From an optimization exercise on the open Yosys and OpenROAD flow, aimed at a short achievable clock period and few clock cycles; shortcuts taken in it are not production practice.
At most, simulation tests tie the RTL to the original design; equivalence was not proved.
The RTL of run 1 was laid out without a check of its function.
Power figures rest on the tool's default switching activity, not on a simulated workload.

$ cat flow/config.mk
export PLATFORM = sky130hd
export DESIGN_NAME = mips_core
export DESIGN_NICKNAME = mips_core
export VERILOG_FILES = /design/flow/design.v
export SDC_FILE = /design/flow/constraint.sdc
export NUM_CORES = 4
export LEC_CHECK = 0
export ABC_CLOCK_PERIOD_IN_PS = 2000
export CAP_MARGIN = 20
export CORE_MARGIN = 2
export CORE_UTILIZATION = 50
export PLACE_DENSITY = 0.6
export SETUP_SLACK_MARGIN = 2.0
export SLEW_MARGIN = 20
export TNS_END_PERCENT = 100
$ cat flow/design.v
`timescale 1ns/100ps
`default_nettype none
package core_pkg;
    localparam int word_bits = 32;
    localparam int reg_addr_bits = 5;
    typedef logic [word_bits-1:0] word_t;
    typedef logic [reg_addr_bits-1:0] reg_addr_t;
    localparam logic [5:0] op_special = 6'h00;
    localparam logic [5:0] op_addiu   = 6'h09;
    localparam logic [5:0] op_andi    = 6'h0c;
    localparam logic [5:0] op_ori     = 6'h0d;
    localparam logic [5:0] op_lui     = 6'h0f;
    localparam logic [5:0] op_lw      = 6'h23;
    localparam logic [5:0] op_sw      = 6'h2b;
    localparam logic [5:0] fn_sll     = 6'h00;
    localparam logic [5:0] fn_syscall = 6'h0c;
    localparam logic [5:0] fn_addu    = 6'h21;
    localparam logic [5:0] fn_subu    = 6'h23;
    localparam logic [5:0] fn_and     = 6'h24;
    localparam logic [5:0] fn_or      = 6'h25;
    localparam logic [5:0] fn_slt     = 6'h2a;
    typedef enum logic [2:0] {
        alu_add,
        alu_sub,
        alu_and,
        alu_or,
        alu_slt,
        alu_sll,
        alu_lui
    } alu_op_e;
    typedef enum logic [1:0] {
        fwd_rf,
        fwd_mem,
        fwd_wb
    } fwd_sel_e;
    typedef struct packed {
        alu_op_e alu_op;
        logic    use_imm;
        logic    reg_write;
        logic    mem_read;
        logic    mem_write;
        logic    halt;
    } ctrl_t;
    typedef struct packed {
        ctrl_t     ctrl;
        word_t     rs_data;
        word_t     rt_data;
        word_t     imm;
        logic [4:0] shamt;
        reg_addr_t dest;
        fwd_sel_e  fwd_a;
        fwd_sel_e  fwd_b;
    } id_ex_t;
    typedef struct packed {
        logic      reg_write;
        logic      mem_read;
        logic      mem_write;
        logic      halt;
        word_t     alu_result;
        word_t     store_data;
        reg_addr_t dest;
    } ex_mem_t;
    typedef struct packed {
        logic      reg_write;
        logic      halt;
        reg_addr_t dest;
        word_t     wdata;
    } mem_wb_t;
    localparam int id_ex_bits  = 118;
    localparam int ex_mem_bits = 73;
    localparam int mem_wb_bits = 39;
endpackage
`default_nettype wire
`timescale 1ns/100ps
`timescale 1ns/100ps
`default_nettype none
module inst_decoder (
    input  logic [31:0] inst,
    output logic [4:0]  rs,
    output logic [4:0]  rt,
    output logic [4:0]  dest,
    output logic        we,        
    output logic        use_rs,
    output logic        use_rt,
    output logic        use_imm,   
    output logic        is_ld,
    output logic        is_st,
    output logic        is_sys,
    output logic [7:0]  op,        
    output logic [31:0] imm,
    output logic [4:0]  shamt
);
    logic [5:0] opc;
    logic [5:0] fn;
    logic r_type;
    logic r_add, r_sub, r_and, r_or, r_slt, r_sll;
    logic i_addiu, i_andi, i_ori, i_lui, i_lw, i_sw;
    logic writes;
    assign opc   = inst[31:26];
    assign fn    = inst[5:0];
    assign rs    = inst[25:21];
    assign rt    = inst[20:16];
    assign shamt = inst[10:6];
    assign r_type  = opc == 6'h00;
    assign r_add   = r_type && fn == 6'h21;
    assign r_sub   = r_type && fn == 6'h23;
    assign r_and   = r_type && fn == 6'h24;
    assign r_or    = r_type && fn == 6'h25;
    assign r_slt   = r_type && fn == 6'h2a;
    assign r_sll   = r_type && fn == 6'h00;
    assign is_sys  = r_type && fn == 6'h0c;
    assign i_addiu = opc == 6'h09;
    assign i_andi  = opc == 6'h0c;
    assign i_ori   = opc == 6'h0d;
    assign i_lui   = opc == 6'h0f;
    assign i_lw    = opc == 6'h23;
    assign i_sw    = opc == 6'h2b;
    assign writes  = r_add | r_sub | r_and | r_or | r_slt | r_sll
                   | i_addiu | i_andi | i_ori | i_lui | i_lw;
    assign dest    = r_type ? inst[15:11] : inst[20:16];
    assign we      = writes && dest != 5'd0;
    assign use_rs  = r_add | r_sub | r_and | r_or | r_slt
                   | i_addiu | i_andi | i_ori | i_lw | i_sw;
    assign use_rt  = r_add | r_sub | r_and | r_or | r_slt | r_sll | i_sw;
    assign use_imm = !r_type;
    assign is_ld   = i_lw;
    assign is_st   = i_sw;
    assign op[0] = r_add | i_addiu;
    assign op[1] = r_sub;
    assign op[2] = r_and | i_andi;
    assign op[3] = r_or | i_ori;
    assign op[4] = r_slt;
    assign op[5] = r_sll;
    assign op[6] = i_lui;
    assign op[7] = i_lw;
    always_comb begin
        if (i_lui) imm = {inst[15:0], 16'h0000};
        else if (i_andi || i_ori) imm = {16'h0000, inst[15:0]};
        else imm = {{16{inst[15]}}, inst[15:0]};
    end
endmodule
`default_nettype wire
`timescale 1ns/100ps
`timescale 1ns/100ps
`timescale 1ns/100ps
`timescale 1ns/100ps
`default_nettype none
module exec_unit (
    input  logic [31:0] a,
    input  logic [31:0] b,
    input  logic [4:0]  shamt,
    input  logic [7:0]  op,        
    input  logic [31:0] ld_data,
    output logic [31:0] result
);
    logic [31:0] sum;
    logic [31:0] diff;
    logic        lt;
    logic [31:0] shl;
    assign sum  = a + b;
    assign diff = a - b;
    assign lt   = (a[31] ^ b[31]) ? a[31] : diff[31];
    assign shl  = b << shamt;
    assign result = ({32{op[0]}} & sum)
                  | ({32{op[1]}} & diff)
                  | ({32{op[2]}} & (a & b))
                  | ({32{op[3]}} & (a | b))
                  | {31'd0, op[4] & lt}
                  | ({32{op[5]}} & shl)
                  | ({32{op[6]}} & b)
                  | ({32{op[7]}} & ld_data);
endmodule
`default_nettype wire
`timescale 1ns/100ps
`timescale 1ns/100ps
`default_nettype none
module mips_core #(
    parameter int imem_words = 64,
    parameter int dmem_words = 64
) (
    input  logic                          clk,
    input  logic                          reset,
    input  logic                          run,
    input  logic                          imem_we,
    input  logic [$clog2(imem_words)-1:0] imem_addr,
    input  core_pkg::word_t               imem_word,
    input  core_pkg::reg_addr_t           dbg_reg,
    output core_pkg::word_t               dbg_reg_data,
    input  core_pkg::word_t               dbg_mem_addr,
    output core_pkg::word_t               dbg_mem_data,
    output logic                          halted
);
    localparam int W  = 3;         
    localparam int NS = W + 1;     
    logic [63:0][31:0] imem;
    logic [63:0][31:0] dmem;
    logic [31:1][31:0] regs;
    logic [31:0][31:0] rf;
    assign rf = {regs, 32'd0};
    always_ff @(posedge clk) begin
        for (int i = 0; i < 64; i++) begin
            if (imem_we && imem_addr == 6'(i)) begin
                imem[i] <= imem_word;
            end
        end
    end
    logic [NS-1:0][31:0] win;
    logic [W:1][5:0]     pr;       
    logic                done;     
    logic                halt_ex;
    logic [W-1:0]        ex_we;
    logic [W-1:0][4:0]   ex_dest;
    logic [W-1:0]        ex_st;
    logic [W-1:0][7:0]   ex_op;
    logic [W-1:0][4:0]   ex_sh;
    logic [W-1:0][31:0]  ex_a;
    logic [W-1:0][31:0]  ex_b;
    logic [W-1:0][31:0]  ex_t;
    logic [W-1:0][W-1:0] ex_fa;
    logic [W-1:0][W-1:0] ex_fb;
    logic [W-1:0][W-1:0] ex_ft;
    logic [W-1:0]        wb_we;
    logic [W-1:0][4:0]   wb_dest;
    logic [W-1:0][31:0]  res;
    logic [NS-1:0][4:0]  d_rs;
    logic [NS-1:0][4:0]  d_rt;
    logic [NS-1:0][4:0]  d_dest;
    logic [NS-1:0][4:0]  d_sh;
    logic [NS-1:0]       d_we;
    logic [NS-1:0]       d_urs;
    logic [NS-1:0]       d_urt;
    logic [NS-1:0]       d_uimm;
    logic [NS-1:0]       d_ld;
    logic [NS-1:0]       d_st;
    logic [NS-1:0]       d_sys;
    logic [NS-1:0][7:0]  d_op;
    logic [NS-1:0][31:0] d_imm;
    for (genvar s = 0; s < NS; s++) begin : g_dec
        inst_decoder u_dec (
            .inst(win[s]), .rs(d_rs[s]), .rt(d_rt[s]), .dest(d_dest[s]), .we(d_we[s]),
            .use_rs(d_urs[s]), .use_rt(d_urt[s]), .use_imm(d_uimm[s]), .is_ld(d_ld[s]),
            .is_st(d_st[s]), .is_sys(d_sys[s]), .op(d_op[s]), .imm(d_imm[s]),
            .shamt(d_sh[s])
        );
    end
    logic [W-1:0] dep;
    logic [W-1:0] ok;      
    logic [W:1]   kk;      
    logic         halt;
    always_comb begin
        for (int j = 0; j < W; j++) begin
            dep[j] = 1'b0;
            for (int i = 0; i < j; i++) begin
                dep[j] = dep[j]
                       | (d_we[i] & d_urs[j] & (d_rs[j] == d_dest[i]))
                       | (d_we[i] & d_urt[j] & (d_rt[j] == d_dest[i]))
                       | (d_st[i] & d_ld[j]);
            end
        end
        ok[0] = !d_sys[0];
        for (int j = 1; j < W; j++) begin
            ok[j] = ok[j-1] & !d_sys[j] & !dep[j];
        end
        for (int k = 1; k < W; k++) begin
            kk[k] = ok[k-1] & !ok[k];
        end
        kk[W] = ok[W-1];
        halt = d_sys[0];
        for (int j = 1; j <= W; j++) begin
            halt = halt | (ok[j-1] & d_sys[j]);
        end
    end
    logic [W:1][31:0]    rp;
    logic [NS-1:0][31:0] win_n;
    logic [W:1][5:0]     pr_n;
    always_comb begin
        for (int m = 1; m <= W; m++) begin
            rp[m] = imem[pr[m]];
        end
        for (int i = 0; i < NS; i++) begin
            win_n[i] = '0;
            for (int k = 1; k <= W; k++) begin
                if (i + k <= W) begin
                    win_n[i] = win_n[i] | ({32{kk[k]}} & win[i+k]);
                end else begin
                    win_n[i] = win_n[i] | ({32{kk[k]}} & rp[i+k-W]);
                end
            end
        end
        for (int m = 1; m <= W; m++) begin
            pr_n[m] = '0;
            for (int k = 1; k <= W; k++) begin
                pr_n[m] = pr_n[m] | ({6{kk[k]}} & (pr[m] + 6'(k)));
            end
        end
    end
    always_ff @(posedge clk) begin
        if (reset) begin
            for (int i = 0; i < NS; i++) begin
                win[i] <= (imem_we && imem_addr == 6'(i)) ? imem_word : imem[i];
            end
            for (int m = 1; m <= W; m++) begin
                pr[m] <= 6'(W + m);
            end
            done <= 1'b0;
        end else if (run && !done) begin
            if (ok[0]) begin
                win <= win_n;
                pr <= pr_n;
            end
            done <= halt;
        end
    end
    logic [W-1:0][31:0]  rs_v;
    logic [W-1:0][31:0]  rt_v;
    logic [W-1:0][W-1:0] fa_d;
    logic [W-1:0][W-1:0] fb_d;
    logic [W-1:0][W-1:0] ft_d;
    logic [W-1:0][31:0]  a_d;
    logic [W-1:0][31:0]  b_d;
    logic [W-1:0][31:0]  t_d;
    logic ta;
    logic tb;
    always_comb begin
        ta = 1'b0;
        tb = 1'b0;
        for (int s = 0; s < W; s++) begin
            rs_v[s] = rf[d_rs[s]];
            rt_v[s] = rf[d_rt[s]];
            for (int j = 0; j < W; j++) begin
                if (wb_we[j] && wb_dest[j] == d_rs[s]) rs_v[s] = res[j];
                if (wb_we[j] && wb_dest[j] == d_rt[s]) rt_v[s] = res[j];
            end
            ta = 1'b0;
            tb = 1'b0;
            for (int j = W - 1; j >= 0; j--) begin
                fa_d[s][j] = !ta && ex_we[j] && ex_dest[j] == d_rs[s];
                ft_d[s][j] = !tb && ex_we[j] && ex_dest[j] == d_rt[s];
                ta = ta | fa_d[s][j];
                tb = tb | ft_d[s][j];
            end
            if (!d_urs[s]) fa_d[s] = '0;
            a_d[s] = (|fa_d[s]) ? '0 : rs_v[s];
            t_d[s] = (|ft_d[s]) ? '0 : rt_v[s];
            if (d_uimm[s]) begin
                fb_d[s] = '0;
                b_d[s] = d_imm[s];
            end else begin
                fb_d[s] = ft_d[s];
                b_d[s] = t_d[s];
            end
        end
    end
    always_ff @(posedge clk) begin
        if (reset) begin
            ex_we <= '0;
            ex_st <= '0;
            halt_ex <= 1'b0;
        end else if (run) begin
            for (int s = 0; s < W; s++) begin
                ex_we[s] <= !done && ok[s] && d_we[s];
                ex_st[s] <= !done && ok[s] && d_st[s];
            end
            halt_ex <= !done && halt;
        end
    end
    always_ff @(posedge clk) begin
        if (run) begin
            ex_dest <= d_dest[W-1:0];
            ex_sh <= d_sh[W-1:0];
            for (int s = 0; s < W; s++) begin
                ex_op[s] <= d_op[s];
            end
            ex_a <= a_d;
            ex_b <= b_d;
            ex_t <= t_d;
            ex_fa <= fa_d;
            ex_fb <= fb_d;
            ex_ft <= ft_d;
        end
    end
    logic [W-1:0][31:0] op_a;
    logic [W-1:0][31:0] op_b;
    logic [W-1:0][31:0] op_t;
    logic [W-1:0][31:0] ld_data;
    logic [W-1:0][31:0] result;
    logic [W-1:0][63:0] hit;       
    for (genvar s = 0; s < W; s++) begin : g_addr
        logic [7:0] p;
        logic [7:0] g;
        logic       c2;
        logic [23:0] e;    
        assign p = op_a[s][7:0] ^ op_b[s][7:0];
        assign g = op_a[s][7:0] & op_b[s][7:0];
        assign c2 = g[1] | (p[1] & g[0]);
        for (genvar j = 2; j < 8; j++) begin : g_bit
            for (genvar kj = 0; kj < 2; kj++) begin : g_kj
                for (genvar kp = 0; kp < 2; kp++) begin : g_kp
                    if (j == 2) begin : g_low
                        assign e[4*(j-2) + 2*kj + kp] = (p[j] ^ c2) == kj[0];
                    end else begin : g_high
                        assign e[4*(j-2) + 2*kj + kp] =
                            (p[j] ^ (g[j-1] | (p[j-1] & !kp[0]))) == kj[0];
                    end
                end
            end
        end
        for (genvar i = 0; i < 64; i++) begin : g_word
            localparam int k = i * 4;
            assign hit[s][i] = e[0 + 2*((k >> 2) & 1) + ((k >> 1) & 1)]
                             & e[4 + 2*((k >> 3) & 1) + ((k >> 2) & 1)]
                             & e[8 + 2*((k >> 4) & 1) + ((k >> 3) & 1)]
                             & e[12 + 2*((k >> 5) & 1) + ((k >> 4) & 1)]
                             & e[16 + 2*((k >> 6) & 1) + ((k >> 5) & 1)]
                             & e[20 + 2*((k >> 7) & 1) + ((k >> 6) & 1)];
        end
    end
    always_comb begin
        for (int s = 0; s < W; s++) begin
            op_a[s] = ex_a[s];
            op_b[s] = ex_b[s];
            op_t[s] = ex_t[s];
            for (int j = 0; j < W; j++) begin
                op_a[s] = op_a[s] | ({32{ex_fa[s][j]}} & res[j]);
                op_b[s] = op_b[s] | ({32{ex_fb[s][j]}} & res[j]);
                op_t[s] = op_t[s] | ({32{ex_ft[s][j]}} & res[j]);
            end
            ld_data[s] = '0;
            for (int i = 0; i < 64; i++) begin
                ld_data[s] = ld_data[s] | ({32{hit[s][i]}} & dmem[i]);
            end
        end
    end
    for (genvar s = 0; s < W; s++) begin : g_ex
        exec_unit u_exec (
            .a(op_a[s]), .b(op_b[s]), .shamt(ex_sh[s]), .op(ex_op[s]),
            .ld_data(ld_data[s]), .result(result[s])
        );
    end
    always_ff @(posedge clk) begin
        if (run) begin
            for (int i = 0; i < 64; i++) begin
                for (int s = 0; s < W; s++) begin
                    if (ex_st[s] && hit[s][i]) begin
                        dmem[i] <= op_t[s];
                    end
                end
            end
        end
    end
    always_ff @(posedge clk) begin
        if (reset) begin
            wb_we <= '0;
            halted <= 1'b0;
        end else if (run) begin
            wb_we <= ex_we;
            if (halt_ex) halted <= 1'b1;
        end
    end
    always_ff @(posedge clk) begin
        if (run) begin
            wb_dest <= ex_dest;
            res <= result;
        end
    end
    always_ff @(posedge clk) begin
        if (reset) begin
            regs <= '0;
        end else begin
            for (int r = 1; r < 32; r++) begin
                for (int s = 0; s < W; s++) begin
                    if (wb_we[s] && wb_dest[s] == 5'(r)) begin
                        regs[r] <= res[s];
                    end
                end
            end
        end
    end
    always_ff @(posedge clk) begin
        dbg_reg_data <= rf[dbg_reg];
        for (int s = 0; s < W; s++) begin
            if (wb_we[s] && wb_dest[s] == dbg_reg) begin
                dbg_reg_data <= res[s];
            end
        end
        dbg_mem_data <= dmem[dbg_mem_addr[7:2]];
    end
endmodule
`default_nettype wire
$ cat flow/run.sh
#!/bin/bash
# synth_recipe.tcl (not shown) runs the flow's synth.tcl, then flattens the netlist and writes it again
# the make line also repeats each setting of config.mk as NAME=value (left out here)
make -C /OpenROAD-flow-scripts/flow DESIGN_CONFIG=/design/flow/config.mk WORK_HOME=/design/flow/orfs CLKGATE_MAP_FILE= SYNTH_SCRIPT=/design/flow/synth_recipe.tcl finish
$ cat flow/constraint.sdc
create_clock -name core_clock -period 4.5 [get_ports {clk}]
set_input_delay 0.9000 -clock core_clock [delete_from_list [all_inputs] [get_ports {clk}]]
set_output_delay 0.9000 -clock core_clock [all_outputs]
set_load 0.01 [all_outputs]
==> impl_metrics.ini, run 1 <==
[status]
status = did not finish
lastStage = global routing
error = [ERROR GRT-0116] Global routing finished with congestion. Check the congestion regions in the DRC Viewer.

[synth]
synth-edff-count = 4576
syn_area_mm2 = 0.434
synth_fp_nets = 41000
ys_warn_count = 2
synthCells = 40600
synth_seq_cells = 5790
synth.avg_cell_area_um2 = 10.7
ys_seq_area_share_pct = 37.3
ys_types = 100
synth-main-ff-cell = edfxtp_1
async_flop_share_pct = 0

[global_routing]
track_usage_pct = 90.7
grt_pass1_wl_um = 5500000
grt_pass1_vias = 542000
grt.overflow.total = 4346
grt_max_degree = 169

[floorplanning]
rows = 342
dieWidth_um = 936
start_util_pct = 50.1
ios = 144
die_h_um = 936

[placement]
dpl_cell_area_mm2 = 0.504
portBuffers = 117
place.gp.congestion = 1.38
post-place-ws_ns = -1.81
hpwl_um = 2530000

[clock_tree]
clock_sinks = 5790
htree_levels = 6
cts_made_buffers = 668
root_buffer = clkbuf_16
cts_buffer_depth = 4
## Yosys cell counts, drive strengths merged (452+ instances only)
master / instances / share of area (%)
edfxtp: 4576 / 32
clkbuf: 4179 / 3.6
mux4: 4035 / 21
nand2: 3629 / 3.1
nor2: 3340 / 2.9
o21ai: 2801 / 3.2
a22oi: 2252 / 3.9
o211ai: 2140 / 3.7
mux2i: 2018 / 4.7
a21oi: 1964 / 2.3
a211oi: 1389 / 2.4
dfxtp: 1214 / 5.6
buf: 1023 / 0.97
a22o: 654 / 1.3
a221oi: 569 / 1.1
mux2: 562 / 1.5
nand4: 497 / 0.72
nand3: 452 / 0.52
## stage by stage
stage               std cells  hold slack [ns]
detailed placement      53100            0.489
global placement        53100            0.481
floorplan               40600            0.424
CTS                     54600          0.00702
## cell families after synthesis
logic type      after synthesis  share of synthesized area (%)
compound gates            13100                           20.4
simple gates               8901                           8.70
flops                      5790                           37.3
buf+inv                    5563                           4.90
xor+xnor                    340                          0.686
fa+ha+maj                   321                          0.967
mux                        6615                           27.0
## worst max path at each step
| stage | endpoint | start | cells past startpoint |
|---|---|---|---|
| 2_1_floorplan | res[31] | res[38] | 20 |
| 3_3_place_gp | res[95] | res[32] | 19 |
| 3_5_place_dp | res[95] | res[32] | 18 |
| 4_1_cts | res[95] | res[6] | 20 |
## layer usage
metal,GRT usage (%),overflow
met3,85.5,464
met5,69.4,84
met1,90.5,381
met4,89.5,1540
met2,97.4,1877
## power groups by stage
stage / combinational (uW) / sequential, uW / clock [uW]
after CTS: 75000 / 60700 / 58200
after global placement: 70600 / 61700 / 0
after floorplan: 30700 / 60700 / 0
after detailed placement: 71800 / 61800 / 0
## repair_timing
| action | CTS |
|---|---|
| pin swaps | 336 |
| endpoints found under the setup margin | 5943 |
| gates resized for setup | 859 |
| hold endpoints to repair | 5 |
| setup buffers | 246 |
| hold buffers | 2 |
| gates cloned | 4 |
==> run 2: changes to the inputs <==
--- a/flow/design.v
+++ b/flow/design.v
@@ -153,3 +153,5 @@
     input  logic [31:0] ld_data,
-    output logic [31:0] result
+    output logic [31:0] result,
+    output logic [7:0][31:0] units,   
+    output logic        slt_one    
 );
@@ -159,6 +161,14 @@
     logic [31:0] shl;
-    assign sum  = a + b;
-    assign diff = a - b;
+    ks_add u_add (.a(a), .b(b), .cin(1'b0), .sum(sum));
+    ks_add u_sub (.a(a), .b(~b), .cin(1'b1), .sum(diff));
     assign lt   = (a[31] ^ b[31]) ? a[31] : diff[31];
     assign shl  = b << shamt;
+    assign units[0] = sum;
+    assign units[1] = diff;
+    assign units[2] = a & b;
+    assign units[3] = a | b;
+    assign units[4] = {31'd0, lt};
+    assign units[5] = shl;
+    assign units[6] = b;
+    assign units[7] = ld_data;
     assign result = ({32{op[0]}} & sum)
@@ -171,2 +181,36 @@
                   | ({32{op[7]}} & ld_data);
+    assign slt_one = op[4] & lt;
+endmodule
+module ks_add (
+    input  logic [31:0] a,
+    input  logic [31:0] b,
+    input  logic        cin,
+    output logic [31:0] sum
+);
+    logic [31:0] p0;
+    logic [31:0] g0;
+    logic [5:0][31:0] p;
+    logic [5:0][31:0] g;
+    assign p0 = a ^ b;
+    assign g0 = a & b;
+    always_comb begin
+        g[0] = g0;
+        p[0] = p0;
+        g[0][0] = g0[0] | (p0[0] & cin);
+        for (int l = 0; l < 5; l++) begin
+            for (int i = 0; i < 32; i++) begin
+                if (i >= (1 << l)) begin
+                    g[l+1][i] = g[l][i] | (p[l][i] & g[l][i - (1 << l)]);
+                    p[l+1][i] = p[l][i] & p[l][i - (1 << l)];
+                end else begin
+                    g[l+1][i] = g[l][i];
+                    p[l+1][i] = p[l][i];
+                end
+            end
+        end
+        sum[0] = p0[0] ^ cin;
+        for (int i = 1; i < 32; i++) begin
+            sum[i] = p0[i] ^ g[5][i-1];
+        end
+    end
 endmodule
@@ -174,2 +218,38 @@
 `timescale 1ns/100ps
+`default_nettype none
+module addr_dec (
+    input  logic [7:0]  a,
+    input  logic [7:0]  b,
+    output logic [63:0] hit
+);
+    logic [7:0]  p;
+    logic [7:0]  g;
+    logic        c2;
+    logic [23:0] e;    
+    assign p = a ^ b;
+    assign g = a & b;
+    assign c2 = g[1] | (p[1] & g[0]);
+    for (genvar j = 2; j < 8; j++) begin : g_bit
+        for (genvar kj = 0; kj < 2; kj++) begin : g_kj
+            for (genvar kp = 0; kp < 2; kp++) begin : g_kp
+                if (j == 2) begin : g_low
+                    assign e[4*(j-2) + 2*kj + kp] = (p[j] ^ c2) == kj[0];
+                end else begin : g_high
+                    assign e[4*(j-2) + 2*kj + kp] =
+                        (p[j] ^ (g[j-1] | (p[j-1] & !kp[0]))) == kj[0];
+                end
+            end
+        end
+    end
+    for (genvar i = 0; i < 64; i++) begin : g_word
+        localparam int k = i * 4;
+        assign hit[i] = e[0 + 2*((k >> 2) & 1) + ((k >> 1) & 1)]
+                      & e[4 + 2*((k >> 3) & 1) + ((k >> 2) & 1)]
+                      & e[8 + 2*((k >> 4) & 1) + ((k >> 3) & 1)]
+                      & e[12 + 2*((k >> 5) & 1) + ((k >> 4) & 1)]
+                      & e[16 + 2*((k >> 6) & 1) + ((k >> 5) & 1)]
+                      & e[20 + 2*((k >> 7) & 1) + ((k >> 6) & 1)];
+    end
+endmodule
+`default_nettype wire
 `timescale 1ns/100ps
@@ -209,3 +289,2 @@
     logic                done;     
-    logic                halt_ex;
     logic [W-1:0]        ex_we;
@@ -218,5 +297,3 @@
     logic [W-1:0][31:0]  ex_t;
-    logic [W-1:0][W-1:0] ex_fa;
-    logic [W-1:0][W-1:0] ex_fb;
-    logic [W-1:0][W-1:0] ex_ft;
+    logic [W-1:0][63:0]  ex_oh;    
     logic [W-1:0]        wb_we;
@@ -246,2 +323,3 @@
     logic [W-1:0] dep;
+    logic [W-1:0] agi;     
     logic [W-1:0] ok;      
@@ -259,5 +337,5 @@
         end
-        ok[0] = !d_sys[0];
+        ok[0] = !d_sys[0] & !agi[0];
         for (int j = 1; j < W; j++) begin
-            ok[j] = ok[j-1] & !d_sys[j] & !dep[j];
+            ok[j] = ok[j-1] & !d_sys[j] & !dep[j] & !agi[j];
         end
@@ -321,2 +399,7 @@
     logic [W-1:0][31:0]  t_d;
+    logic [W-1:0][63:0]  oh_rf;
+    logic [W-1:0][W-1:0][63:0] oh_ch;
+    logic [W-1:0][63:0]  oh_d;
+    logic [W-1:0]        slt_one;
+    logic [W-1:0][63:0]  oh_one;    
     logic ta;
@@ -353,2 +436,54 @@
     end
+    for (genvar s = 0; s < W; s++) begin : g_oh
+        addr_dec u_rf (.a(rs_v[s][7:0]), .b(d_imm[s][7:0]), .hit(oh_rf[s]));
+        addr_dec u_one (.a(8'd1), .b(d_imm[s][7:0]), .hit(oh_one[s]));
+        logic [7:0] im;
+        assign im = d_imm[s][7:0];
+        for (genvar j = 0; j < W; j++) begin : g_ch
+            logic [7:0]  xa;     
+            logic [7:0]  ya;
+            logic [7:0]  xs;     
+            logic [7:0]  ys;
+            logic [7:0]  sl;
+            logic [63:0] h_add;
+            logic [63:0] h_sub;
+            logic [63:0] h_and;
+            logic [63:0] h_or;
+            logic [63:0] h_sll;
+            logic [63:0] h_zero;
+            assign xa = op_a[j][7:0] ^ op_b[j][7:0] ^ im;
+            assign ya = {(op_a[j][6:0] & op_b[j][6:0]) | (op_a[j][6:0] & im[6:0])
+                         | (op_b[j][6:0] & im[6:0]), 1'b0};
+            assign xs = op_a[j][7:0] ^ ~op_b[j][7:0] ^ im;
+            assign ys = {(op_a[j][6:0] & ~op_b[j][6:0]) | (op_a[j][6:0] & im[6:0])
+                         | (~op_b[j][6:0] & im[6:0]), 1'b1};
+            assign sl = op_b[j][7:0] << ex_sh[j];
+            addr_dec u_add (.a(xa), .b(ya), .hit(h_add));
+            addr_dec u_sub (.a(xs), .b(ys), .hit(h_sub));
+            addr_dec u_and (.a(op_a[j][7:0] & op_b[j][7:0]), .b(im), .hit(h_and));
+            addr_dec u_or  (.a(op_a[j][7:0] | op_b[j][7:0]), .b(im), .hit(h_or));
+            addr_dec u_sll (.a(sl), .b(im), .hit(h_sll));
+            addr_dec u_zero (.a(8'd0), .b(im), .hit(h_zero));
+            assign oh_ch[s][j] = ({64{ex_op[j][0]}} & h_add)
+                               | ({64{ex_op[j][1]}} & h_sub)
+                               | ({64{ex_op[j][2]}} & h_and)
+                               | ({64{ex_op[j][3]}} & h_or)
+                               | ({64{ex_op[j][5]}} & h_sll)
+                               | ({64{ex_op[j][6]}} & h_zero)
+                               | ({64{ex_op[j][4] & !slt_one[j]}} & h_zero)
+                               | ({64{slt_one[j]}} & oh_one[s]);
+        end
+    end
+    always_comb begin
+        for (int s = 0; s < W; s++) begin
+            agi[s] = 1'b0;
+            oh_d[s] = (|fa_d[s]) ? '0 : oh_rf[s];
+            for (int j = 0; j < W; j++) begin
+                agi[s] = agi[s] | (fa_d[s][j] & ex_op[j][7]);
+                oh_d[s] = oh_d[s] | ({64{fa_d[s][j]}} & oh_ch[s][j]);
+            end
+            agi[s] = agi[s] & (d_ld[s] | d_st[s]);
+        end
+    end
+    assign halted = done;
     always_ff @(posedge clk) begin
@@ -357,9 +492,7 @@
             ex_st <= '0;
-            halt_ex <= 1'b0;
-        end else if (run) begin
+        end else begin
             for (int s = 0; s < W; s++) begin
-                ex_we[s] <= !done && ok[s] && d_we[s];
-                ex_st[s] <= !done && ok[s] && d_st[s];
+                ex_we[s] <= run && !done && ok[s] && d_we[s];
+                ex_st[s] <= run && !done && ok[s] && d_st[s];
             end
-            halt_ex <= !done && halt;
         end
@@ -367,15 +500,11 @@
     always_ff @(posedge clk) begin
-        if (run) begin
-            ex_dest <= d_dest[W-1:0];
-            ex_sh <= d_sh[W-1:0];
-            for (int s = 0; s < W; s++) begin
-                ex_op[s] <= d_op[s];
-            end
-            ex_a <= a_d;
-            ex_b <= b_d;
-            ex_t <= t_d;
-            ex_fa <= fa_d;
-            ex_fb <= fb_d;
-            ex_ft <= ft_d;
+        ex_dest <= d_dest[W-1:0];
+        ex_sh <= d_sh[W-1:0];
+        for (int s = 0; s < W; s++) begin
+            ex_op[s] <= d_op[s];
         end
+        ex_a <= a_n;
+        ex_b <= b_n;
+        ex_t <= t_n;
+        ex_oh <= oh_d;
     end
@@ -386,20 +515,16 @@
     logic [W-1:0][31:0] result;
-    logic [W-1:0][63:0] hit;       
-    for (genvar s = 0; s < W; s++) begin : g_addr
-        logic [7:0] p;
-        logic [7:0] g;
-        logic       c2;
-        logic [23:0] e;    
-        assign p = op_a[s][7:0] ^ op_b[s][7:0];
-        assign g = op_a[s][7:0] & op_b[s][7:0];
-        assign c2 = g[1] | (p[1] & g[0]);
-        for (genvar j = 2; j < 8; j++) begin : g_bit
-            for (genvar kj = 0; kj < 2; kj++) begin : g_kj
-                for (genvar kp = 0; kp < 2; kp++) begin : g_kp
-                    if (j == 2) begin : g_low
-                        assign e[4*(j-2) + 2*kj + kp] = (p[j] ^ c2) == kj[0];
-                    end else begin : g_high
-                        assign e[4*(j-2) + 2*kj + kp] =
-                            (p[j] ^ (g[j-1] | (p[j-1] & !kp[0]))) == kj[0];
-                    end
+    logic [W-1:0][7:0][31:0] units;
+    logic [W-1:0][31:0] a_n;       
+    logic [W-1:0][31:0] b_n;
+    logic [W-1:0][31:0] t_n;
+    always_comb begin
+        for (int s = 0; s < W; s++) begin
+            a_n[s] = a_d[s];
+            b_n[s] = b_d[s];
+            t_n[s] = t_d[s];
+            for (int k = 0; k < W; k++) begin
+                for (int u = 0; u < 8; u++) begin
+                    a_n[s] = a_n[s] | ({32{fa_d[s][k] & ex_op[k][u]}} & units[k][u]);
+                    b_n[s] = b_n[s] | ({32{fb_d[s][k] & ex_op[k][u]}} & units[k][u]);
+                    t_n[s] = t_n[s] | ({32{ft_d[s][k] & ex_op[k][u]}} & units[k][u]);
                 end
@@ -407,11 +532,2 @@
         end
-        for (genvar i = 0; i < 64; i++) begin : g_word
-            localparam int k = i * 4;
-            assign hit[s][i] = e[0 + 2*((k >> 2) & 1) + ((k >> 1) & 1)]
-                             & e[4 + 2*((k >> 3) & 1) + ((k >> 2) & 1)]
-                             & e[8 + 2*((k >> 4) & 1) + ((k >> 3) & 1)]
-                             & e[12 + 2*((k >> 5) & 1) + ((k >> 4) & 1)]
-                             & e[16 + 2*((k >> 6) & 1) + ((k >> 5) & 1)]
-                             & e[20 + 2*((k >> 7) & 1) + ((k >> 6) & 1)];
-        end
     end
@@ -422,10 +538,5 @@
             op_t[s] = ex_t[s];
-            for (int j = 0; j < W; j++) begin
-                op_a[s] = op_a[s] | ({32{ex_fa[s][j]}} & res[j]);
-                op_b[s] = op_b[s] | ({32{ex_fb[s][j]}} & res[j]);
-                op_t[s] = op_t[s] | ({32{ex_ft[s][j]}} & res[j]);
-            end
             ld_data[s] = '0;
             for (int i = 0; i < 64; i++) begin
-                ld_data[s] = ld_data[s] | ({32{hit[s][i]}} & dmem[i]);
+                ld_data[s] = ld_data[s] | ({32{ex_oh[s][i]}} & dmem[i]);
             end
@@ -436,3 +547,4 @@
             .a(op_a[s]), .b(op_b[s]), .shamt(ex_sh[s]), .op(ex_op[s]),
-            .ld_data(ld_data[s]), .result(result[s])
+            .ld_data(ld_data[s]), .result(result[s]), .units(units[s]),
+            .slt_one(slt_one[s])
         );
@@ -440,8 +552,6 @@
     always_ff @(posedge clk) begin
-        if (run) begin
-            for (int i = 0; i < 64; i++) begin
-                for (int s = 0; s < W; s++) begin
-                    if (ex_st[s] && hit[s][i]) begin
-                        dmem[i] <= op_t[s];
-                    end
+        for (int i = 0; i < 64; i++) begin
+            for (int s = 0; s < W; s++) begin
+                if (ex_st[s] && ex_oh[s][i]) begin
+                    dmem[i] <= op_t[s];
                 end
@@ -453,6 +563,4 @@
             wb_we <= '0;
-            halted <= 1'b0;
-        end else if (run) begin
+        end else begin
             wb_we <= ex_we;
-            if (halt_ex) halted <= 1'b1;
         end
@@ -460,6 +568,4 @@
     always_ff @(posedge clk) begin
-        if (run) begin
-            wb_dest <= ex_dest;
-            res <= result;
-        end
+        wb_dest <= ex_dest;
+        res <= result;
     end
@@ -485,3 +591,13 @@
         end
+        for (int s = 0; s < W; s++) begin
+            if (ex_we[s] && ex_dest[s] == dbg_reg) begin
+                dbg_reg_data <= result[s];
+            end
+        end
         dbg_mem_data <= dmem[dbg_mem_addr[7:2]];
+        for (int s = 0; s < W; s++) begin
+            if (ex_st[s] && ex_oh[s][dbg_mem_addr[7:2]]) begin
+                dbg_mem_data <= op_t[s];
+            end
+        end
     end
--- a/flow/config.mk
+++ b/flow/config.mk
@@ -10,4 +10,4 @@
 export CORE_MARGIN = 2
-export CORE_UTILIZATION = 50
-export PLACE_DENSITY = 0.6
+export CORE_UTILIZATION = 35
+export PLACE_DENSITY = 0.55
 export SETUP_SLACK_MARGIN = 2.0
==> run 2 against run 1 <==
The flow again stops in global routing. Synthesized cell count rose by 17%. Synthesized area increased by 13%.
==> impl_metrics.ini, run 2 <==
[synth]
synth_most_common_cell = nand2_1
synth_seq_cells = 5953
syn_area_mm2 = 0.490
synth-edff-count = 4096
synth_fp_nets = 48700
synth-main-ff-cell = edfxtp_1
ys_top_cells_by_count = 4,157 x nand2_1, 4,133 x clkbuf_1, 4,133 x mux2i_1, 4,096 x edfxtp_1, 4,088 x mux4_2
ys_seq_area_share_pct = 32.7
async_flop_share_pct = 0
yosysTopAreaCellShare_pct = 25.1
ys_types = 112
yosys.area.top_type = edfxtp_1
synthCells = 47700
synth.top_cells.by_area = edfxtp_1 25%, mux4_2 19%, mux2i_1 8.4%
synth.avg_cell_area_um2 = 10.3
ys_warn_count = 3

[placement]
hpwl_um = 3690000
portBuffers = 117
post-place-ws_ns = -2.42
placedCellCount = 72300
place.gp.congestion = 1.27

[global_routing]
grt_max_degree = 191
grt_pass1_vias = 591000
track_usage_pct = 74.0
grt_pass1_wl_um = 6790000
grt.overflow.total = 176

[clock_tree]
root_buffer = clkbuf_16
htree_levels = 6
cts_buffer_depth = 5
clock_sinks = 5953
cts_made_buffers = 758

[status]
status = did not finish
error = [ERROR GRT-0116] Global routing finished with congestion. Check the congestion regions in the DRC Viewer.
lastStage = global routing

[floorplanning]
dieWidth_um = 1190
start_util_pct = 35.1
ios = 144
die_h_um = 1190
rows = 434
## run 2: cell count changes after synthesis, moves of 480 or more
cell / before / now
mux2i_1: 2018 / 4133
o211ai_1: 2140 / 301
a221oi_1: 569 / 1626
xnor2_1: 163 / 653
edfxtp_1: 4576 / 4096
a22o_1: 654 / 1513
a22oi_1: 2251 / 1169
nor2_1: 3339 / 3847
dfxtp_1: 1214 / 1857
nand3_1: 452 / 964
nand2_1: 3628 / 4157
ha_1: 297 / 828
## run 2: repair_timing
| item | 4_1_cts |
|---|---|
| gates resized for setup | 740 |
| hold buffers | 3 |
| setup endpoints to repair | 5954 |
| setup buffers | 106 |
| pin swaps | 415 |
| gates cloned | 1 |
| hold endpoints to repair | 10 |
## run 2: worst max-delay path by stage
stage,to,slack (ns)
after CTS,ex_oh[138],-1.22
after detailed placement,ex_oh[186],-2.42
after global placement,ex_oh[186],-2.74
after floorplan,ex_oh[146],-0.05
## run 2: cells by family after synthesis
group	after synthesis	synth area share, %
AOI/OAI and AO/OA	13300	18.9
and+or+nand+nor	11200	9.94
muxes	8909	28.8
buffers and inverters	6061	4.76
DFF	5953	32.7
xor gates and xnor gates	1242	2.25
adders and majority gates	963	2.66
## run 2: stage by stage
step | area, um^2 | util [%] | hold slack (ns)
after floorplan | 492000 | - | 0.329
after global placement | 605000 | 43.4 | 0.511
after detailed placement | 606000 | 43.4 | 0.535
after CTS | 636000 | 45.5 | 0.00297
## run 2: routing by layer
metal  global-route usage [%]  overflow
met3                     61.4        26
met2                     86.9        67
met4                     72.0        51
met1                     75.5        26
met5                     35.7         6
## run 2: power by group through the flow
stage	Clock (uW)	Sequential [uW]	Combinational [uW]
after CTS	66700	63200	118000
after detailed placement	0	64400	117000
after global placement	0	64400	117000
after floorplan	0	61600	44600
Testbench counts of run 2, summed over its fixed seeds: cycles 15,101.
